From an optimization exercise on the open Yosys and OpenROAD flow, aimed at small area and a short achievable clock period; shortcuts taken in it are not production practice.
RTL that was checked went through simulation tests only; none was proved equivalent to the original.

==> build 68 <==
==> flow/design.v <==
package edf_ic_pkg;
    localparam logic REG_CTRL   = 1'b0;
    localparam logic REG_OFFSET = 1'b1;
    localparam int CTRL_EN_BIT   = 0;
    localparam int CTRL_MODE_BIT = 1;
    localparam int CTRL_IP_BIT   = 2;
    localparam int CTRL_BUSY_BIT = 3;
endpackage
module edf_gateway_array
#(
    parameter int NumIrq   = 8,
    parameter int TsWidth  = 64,
    parameter int OffWidth = 32,
    parameter int IdWidth  = (NumIrq > 1) ? $clog2(NumIrq) : 1
) (
    input  logic               clk_i,
    input  logic               rst_ni,
    input  logic [63:0]        mtime_i,
    input  logic [NumIrq-1:0]  irq_i,
    input  logic               claim_i,
    input  logic [IdWidth-1:0] claim_id_i,
    input  logic               complete_i,
    input  logic [IdWidth-1:0] complete_id_i,
    input  logic               cfg_req_i,
    input  logic               cfg_we_i,
    input  logic [IdWidth:0]   cfg_addr_i,
    input  logic [31:0]        cfg_wdata_i,
    output logic [31:0]        cfg_rdata_o,
    output logic               irq_o,
    output logic [IdWidth-1:0] irq_id_o,
    output logic [TsWidth-1:0] irq_dl_o,
    output logic [NumIrq-1:0]  ip_o
);
    logic [NumIrq-1:0]  en_q, mode_q, ip_q, busy_q, prev_q;
    logic [31:0]        off_q [NumIrq];
    logic [TsWidth-1:0] ts_q  [NumIrq];
    logic [TsWidth-1:0] dl    [NumIrq];
    logic [IdWidth-1:0] cfg_ch;
    logic               cfg_wr;
    assign cfg_ch = cfg_addr_i[IdWidth:1];
    assign cfg_wr = cfg_req_i & cfg_we_i;
    for (genvar c = 0; c < NumIrq; c++) begin : g_chan
        logic wr_sel, ctrl_we, off_we, claim_sel, complete_hit;
        logic req, acc_raw, claim_hit, accept;
        assign wr_sel       = cfg_wr & (cfg_ch == IdWidth'(c));
        assign ctrl_we      = wr_sel & ~cfg_addr_i[0];
        assign off_we       = wr_sel &  cfg_addr_i[0];
        assign claim_sel    = claim_i & (claim_id_i == IdWidth'(c));
        assign complete_hit = complete_i & (complete_id_i == IdWidth'(c));
        assign req       = mode_q[c] ? (irq_i[c] & ~prev_q[c]) : irq_i[c];
        assign acc_raw   = req & en_q[c] & ~ip_q[c] & ~busy_q[c];
        assign claim_hit = claim_sel & (ip_q[c] | acc_raw);
        assign accept    = acc_raw & ~claim_hit & ~complete_hit;
        always_ff @(posedge clk_i or negedge rst_ni) begin
            if (!rst_ni) begin
                prev_q[c] <= 1'b0;
                en_q[c]   <= 1'b0;
                mode_q[c] <= 1'b0;
                off_q[c]  <= '0;
                ip_q[c]   <= 1'b0;
                busy_q[c] <= 1'b0;
            end else begin
                prev_q[c] <= irq_i[c];
                if (ctrl_we) begin
                    en_q[c]   <= cfg_wdata_i[edf_ic_pkg::CTRL_EN_BIT];
                    mode_q[c] <= cfg_wdata_i[edf_ic_pkg::CTRL_MODE_BIT];
                end
                if (off_we) off_q[c] <= cfg_wdata_i;
                if (accept) ip_q[c] <= 1'b1;
                if (claim_hit) begin
                    ip_q[c]   <= 1'b0;
                    busy_q[c] <= 1'b1;
                end
                if (complete_hit) busy_q[c] <= 1'b0;
                if (ctrl_we && !cfg_wdata_i[edf_ic_pkg::CTRL_EN_BIT]) ip_q[c] <= 1'b0;
            end
        end
        always_ff @(posedge clk_i) begin
            if (accept) ts_q[c] <= mtime_i[TsWidth-1:0];
        end
        assign dl[c] = ts_q[c] + TsWidth'(off_q[c]);
    end
    logic [31:0] rd_word;
    always_comb begin
        if (cfg_addr_i[0]) rd_word = off_q[cfg_ch];
        else               rd_word = {28'b0, busy_q[cfg_ch], ip_q[cfg_ch],
                                      mode_q[cfg_ch], en_q[cfg_ch]};
    end
    always_ff @(posedge clk_i or negedge rst_ni) begin
        if (!rst_ni)        cfg_rdata_o <= '0;
        else if (cfg_req_i) cfg_rdata_o <= rd_word;
    end
    logic               v1 [4];
    logic [IdWidth-1:0] i1 [4];
    logic [TsWidth-1:0] d1 [4];
    logic               v2 [2];
    logic [IdWidth-1:0] i2 [2];
    logic [TsWidth-1:0] d2 [2];
    logic               v3;
    logic [IdWidth-1:0] i3;
    logic [TsWidth-1:0] d3;
    for (genvar k = 0; k < 4; k++) begin : g_l1
        logic sel;
        assign sel   = ip_q[2*k+1] & (~ip_q[2*k] | (dl[2*k+1] < dl[2*k]));
        assign v1[k] = ip_q[2*k] | ip_q[2*k+1];
        assign i1[k] = sel ? IdWidth'(2*k+1) : IdWidth'(2*k);
        assign d1[k] = sel ? dl[2*k+1] : dl[2*k];
    end
    for (genvar k = 0; k < 2; k++) begin : g_l2
        logic sel;
        assign sel   = v1[2*k+1] & (~v1[2*k] | (d1[2*k+1] < d1[2*k]));
        assign v2[k] = v1[2*k] | v1[2*k+1];
        assign i2[k] = sel ? i1[2*k+1] : i1[2*k];
        assign d2[k] = sel ? d1[2*k+1] : d1[2*k];
    end
    logic sel3;
    assign sel3 = v2[1] & (~v2[0] | (d2[1] < d2[0]));
    assign v3   = v2[0] | v2[1];
    assign i3   = sel3 ? i2[1] : i2[0];
    assign d3   = sel3 ? d2[1] : d2[0];
    always_ff @(posedge clk_i or negedge rst_ni) begin
        if (!rst_ni) begin
            irq_o    <= 1'b0;
            irq_id_o <= '0;
            irq_dl_o <= '0;
            ip_o     <= '0;
        end else begin
            irq_o    <= v3;
            irq_id_o <= i3;
            irq_dl_o <= v3 ? d3 : '0;
            ip_o     <= ip_q;
        end
    end
endmodule
==> flow/run.sh <==
#!/bin/bash
# synth_recipe.tcl (not shown) runs the flow's synth.tcl, then flattens the netlist and writes it again
# the make line also repeats each setting of config.mk as NAME=value (left out here)
make -C /OpenROAD-flow-scripts/flow DESIGN_CONFIG=/design/flow/config.mk WORK_HOME=/design/flow/orfs CLKGATE_MAP_FILE= SYNTH_SCRIPT=/design/flow/synth_recipe.tcl finish
==> flow/config.mk <==
export PLATFORM = sky130hd
export DESIGN_NAME = edf_gateway_array
export DESIGN_NICKNAME = edf_gateway_array
export VERILOG_FILES = /design/flow/design.v
export SDC_FILE = /design/flow/constraint.sdc
export NUM_CORES = 4
export LEC_CHECK = 0
export CAP_MARGIN = 20
export CORE_MARGIN = 2
export CORE_UTILIZATION = 40
export SLEW_MARGIN = 20
==> flow/constraint.sdc <==
create_clock -name core_clock -period 24.0 [get_ports {clk_i}]
set_input_delay 4.8000 -clock core_clock [delete_from_list [all_inputs] [get_ports {clk_i}]]
set_output_delay 4.8000 -clock core_clock [all_outputs]
set_load 0.01 [all_outputs]
==> build 54: changes against build 68 <==
==> flow/design.v, changed modules only <==
module edf_dl_add (
    input  logic [63:0] ts,
    input  logic [31:0] off,
    output logic [63:0] dl
);
    logic [31:0] g [6];
    logic [31:0] p [6];
    logic [31:0] a [6];
    assign g[0] = ts[31:0] & off;
    assign p[0] = ts[31:0] ^ off;
    assign a[0] = ts[63:32];
    for (genvar l = 0; l < 5; l++) begin : g_lvl
        for (genvar i = 0; i < 32; i++) begin : g_bit
            if (((i >> l) & 1) == 1) begin : g_cmb
                localparam int J = ((i >> l) << l) - 1;
                assign g[l+1][i] = g[l][i] | (p[l][i] & g[l][J]);
                assign p[l+1][i] = p[l][i] & p[l][J];
                assign a[l+1][i] = a[l][i] & a[l][J];
            end else begin : g_pass
                assign g[l+1][i] = g[l][i];
                assign p[l+1][i] = p[l][i];
                assign a[l+1][i] = a[l][i];
            end
        end
    end
    logic [31:0] c_lo;
    logic [31:0] inc;
    assign c_lo = {g[5][30:0], 1'b0};
    assign inc  = {a[5][30:0], 1'b1} & {32{g[5][31]}};
    assign dl   = {ts[63:32] ^ inc, (ts[31:0] ^ off) ^ c_lo};
endmodule
module edf_lt64 (
    input  logic [63:0] x,
    input  logic [63:0] y,
    output logic        lt
);
    logic [63:0] l [7];
    logic [63:0] e [7];
    assign l[0] = ~x & y;
    assign e[0] = ~(x ^ y);
    for (genvar k = 0; k < 6; k++) begin : g_lvl
        localparam int N = 64 >> (k + 1);
        for (genvar i = 0; i < N; i++) begin : g_node
            assign l[k+1][i] = l[k][2*i+1] | (e[k][2*i+1] & l[k][2*i]);
            assign e[k+1][i] = e[k][2*i+1] & e[k][2*i];
        end
        for (genvar i = N; i < 64; i++) begin : g_zero
            assign l[k+1][i] = 1'b0;
            assign e[k+1][i] = 1'b0;
        end
    end
    assign lt = l[6][0];
endmodule
module edf_gateway_array
#(
    parameter int NumIrq   = 8,
    parameter int TsWidth  = 64,
    parameter int OffWidth = 32,
    parameter int IdWidth  = (NumIrq > 1) ? $clog2(NumIrq) : 1
) (
    input  logic               clk_i,
    input  logic               rst_ni,
    input  logic [63:0]        mtime_i,
    input  logic [NumIrq-1:0]  irq_i,
    input  logic               claim_i,
    input  logic [IdWidth-1:0] claim_id_i,
    input  logic               complete_i,
    input  logic [IdWidth-1:0] complete_id_i,
    input  logic               cfg_req_i,
    input  logic               cfg_we_i,
    input  logic [IdWidth:0]   cfg_addr_i,
    input  logic [31:0]        cfg_wdata_i,
    output logic [31:0]        cfg_rdata_o,
    output logic               irq_o,
    output logic [IdWidth-1:0] irq_id_o,
    output logic [TsWidth-1:0] irq_dl_o,
    output logic [NumIrq-1:0]  ip_o
);
    logic [7:0]  en_q, mode_q, ip_q, busy_q, prev_q;
    logic [31:0] off_q [8];
    logic [63:0] ts_q  [8];
    logic [63:0] dl    [8];
    logic [2:0]  cfg_ch;
    logic        cfg_wr;
    assign cfg_ch = cfg_addr_i[3:1];
    assign cfg_wr = cfg_req_i & cfg_we_i;
    for (genvar c = 0; c < 8; c++) begin : g_chan
        logic wr_sel, ctrl_we, off_we, claim_sel, complete_hit;
        logic req, acc_raw, claim_hit, accept;
        assign wr_sel       = cfg_wr & (cfg_ch == 3'(c));
        assign ctrl_we      = wr_sel & ~cfg_addr_i[0];
        assign off_we       = wr_sel &  cfg_addr_i[0];
        assign claim_sel    = claim_i & (claim_id_i == 3'(c));
        assign complete_hit = complete_i & (complete_id_i == 3'(c));
        assign req       = mode_q[c] ? (irq_i[c] & ~prev_q[c]) : irq_i[c];
        assign acc_raw   = req & en_q[c] & ~ip_q[c] & ~busy_q[c];
        assign claim_hit = claim_sel & (ip_q[c] | acc_raw);
        assign accept    = acc_raw & ~claim_hit & ~complete_hit;
        always_ff @(posedge clk_i or negedge rst_ni) begin
            if (!rst_ni) begin
                prev_q[c] <= 1'b0;
                en_q[c]   <= 1'b0;
                mode_q[c] <= 1'b0;
                off_q[c]  <= '0;
                ip_q[c]   <= 1'b0;
                busy_q[c] <= 1'b0;
            end else begin
                prev_q[c] <= irq_i[c];
                if (ctrl_we) begin
                    en_q[c]   <= cfg_wdata_i[edf_ic_pkg::CTRL_EN_BIT];
                    mode_q[c] <= cfg_wdata_i[edf_ic_pkg::CTRL_MODE_BIT];
                end
                if (off_we) off_q[c] <= cfg_wdata_i;
                if (accept) ip_q[c] <= 1'b1;
                if (claim_hit) begin
                    ip_q[c]   <= 1'b0;
                    busy_q[c] <= 1'b1;
                end
                if (complete_hit) busy_q[c] <= 1'b0;
                if (ctrl_we && !cfg_wdata_i[edf_ic_pkg::CTRL_EN_BIT]) ip_q[c] <= 1'b0;
            end
        end
        always_ff @(posedge clk_i) begin
            if (!ip_q[c]) ts_q[c] <= mtime_i;
        end
        edf_dl_add u_add (.ts(ts_q[c]), .off(off_q[c]), .dl(dl[c]));
    end
    logic [31:0] rd_word;
    always_comb begin
        if (cfg_addr_i[0]) rd_word = off_q[cfg_ch];
        else               rd_word = {28'b0, busy_q[cfg_ch], ip_q[cfg_ch],
                                      mode_q[cfg_ch], en_q[cfg_ch]};
    end
    always_ff @(posedge clk_i or negedge rst_ni) begin
        if (!rst_ni)        cfg_rdata_o <= '0;
        else if (cfg_req_i) cfg_rdata_o <= rd_word;
    end
    logic [3:0]  pv;
    logic [3:0]  pid;
    logic [63:0] pdl [4];
    for (genvar k = 0; k < 4; k++) begin : g_pair
        logic lt, sel;
        edf_lt64 u_lt (.x(dl[2*k+1]), .y(dl[2*k]), .lt(lt));
        assign sel    = ip_q[2*k+1] & (~ip_q[2*k] | lt);
        assign pv[k]  = ip_q[2*k] | ip_q[2*k+1];
        assign pid[k] = sel;
        assign pdl[k] = sel ? dl[2*k+1] : dl[2*k];
    end
    logic [3:0] b [4];
    logic [3:0] w;
    for (genvar j = 0; j < 4; j++) begin : g_j
        for (genvar i = 0; i < 4; i++) begin : g_i
            if (j > i) begin : g_cmp
                logic lt;
                edf_lt64 u_lt (.x(pdl[j]), .y(pdl[i]), .lt(lt));
                assign b[j][i] = pv[j] & (~pv[i] | lt);
            end else begin : g_none
                assign b[j][i] = 1'b0;
            end
        end
    end
    assign w[0] = pv[0] & ~b[1][0] & ~b[2][0] & ~b[3][0];
    assign w[1] = b[1][0] & ~b[2][1] & ~b[3][1];
    assign w[2] = b[2][0] & b[2][1] & ~b[3][2];
    assign w[3] = b[3][0] & b[3][1] & b[3][2];
    logic [2:0]  win_id;
    logic [63:0] win_dl;
    assign win_id = {w[3] | w[2], w[3] | w[1],
                     |(w & pid)};
    assign win_dl = ({64{w[0]}} & pdl[0]) | ({64{w[1]}} & pdl[1]) |
                    ({64{w[2]}} & pdl[2]) | ({64{w[3]}} & pdl[3]);
    always_ff @(posedge clk_i or negedge rst_ni) begin
        if (!rst_ni) begin
            irq_o    <= 1'b0;
            irq_id_o <= '0;
            irq_dl_o <= '0;
            ip_o     <= '0;
        end else begin
            irq_o    <= |pv;
            irq_id_o <= win_id;
            irq_dl_o <= win_dl;
            ip_o     <= ip_q;
        end
    end
endmodule
==> flow/flow/run.sh (new file) <==
#!/bin/bash
set -euo pipefail
bash standard.sh SETUP_SLACK_MARGIN=17 finish > standard.log 2>&1
==> flow/standard.sh (new file) <==
#!/bin/bash
# synth_recipe.tcl (not shown) runs the flow's synth.tcl, then flattens the netlist and writes it again
# the make line also repeats each setting of config.mk as NAME=value (left out here)
make -C /OpenROAD-flow-scripts/flow DESIGN_CONFIG=/design/flow/config.mk WORK_HOME=/design/flow/orfs CLKGATE_MAP_FILE= SYNTH_SCRIPT=/design/flow/synth_recipe.tcl "${@:-finish}"
--- a/flow/config.mk
+++ b/flow/config.mk
@@ -9,3 +9,3 @@
 export CORE_MARGIN = 2
-export CORE_UTILIZATION = 40
+export CORE_UTILIZATION = 55
 export SLEW_MARGIN = 20
removed: flow/run.sh
==> notes.md <==
Between build 54 and build 68, the lower synthesized area is in build 54 (gap 0.68%, measured against build 68). Against build 54, the final cell count of build 68 is larger by about 3%. Between build 54 and build 68, the lower setup slack is in build 68 (gap 6400 ps). In build 54 the core utilization is higher than in build 68, by 25 points. In build 54 the clock skew is lower than in build 68, by 33 ps. Against build 54, the global-route usage of build 68 is lower by 13 points. Between build 68 and build 54, the lower via count is in build 68 (gap 5.1%, measured against build 54). Against build 54, the design area of build 68 is lower by about 10%.
==> figures <==
                                                                             build 54      build 68
Via-per-instance ratio                                                           6.75          6.21
Critical Path RT                                                             24640 ps      24570 ps
Total routed wirelength                                                     280000 um     270000 um
Number of buffers added by the clock tree synthesis step                          105           108
Vias in the first global route                                                  55983         52710
Status                                               no timing/DRC/antenna violations  no timing/DRC/antenna violations
Core area                                                                118000 sq um  164000 sq um
Diodes inserted                                                                     4             9
Later-pin clock latency in the skew report                                     760 ps        800 ps
Worst R2R Setup Slack                                                        14450 ps       8080 ps
Maximum number of pins on one net before global-route repair                      143           133
Transition time of the tightest slew-check pin                                1230 ps       1270 ps
Layout inverter count without the clock tree                                      478           409
Weighted congestion reported at the end of routability-driven placement          1.01         0.990
WP data arrival                                                              10180 ps      16490 ps
Nets in the synthesized netlist                                                  7445          7295
Post-CTS setup buffer count                                                       253             0
Synth Area in XOR/XNOR                                                         0.0568        0.0622
Site row count                                                                    126           149
No functional check of the RTL was part of build 68.

[re-timing with driven ports]
The flow's constraints put no driver on any port. The routed layouts listed below were extracted and timed again, unchanged, in two steps. Step 1: set_driving_cell puts a clkbuf_16 on clk_i and a buf_2 on each other input, an assumption about the parent block. Step 2 times the ports against the registers' clock, not the clock port: input delays grow and output delays shrink by t, the midpoint of the rising clock arrivals with the driver on. a / b / c = ideal / step 1 / step 2; a / b = the first two.
| run | t (ns) | slack for setup (ns) | hold slack, ns |
|---|---|---|---|
| build 68 | 0.841 | 8.082 / 8.082 / 8.082 | 0.509 / 0.509 / 0.509 |
| build 54 | 0.821 | 14.454 / 14.454 / 14.454 | 0.451 / 0.451 / 0.451 |
After both steps every run listed still meets setup and hold.
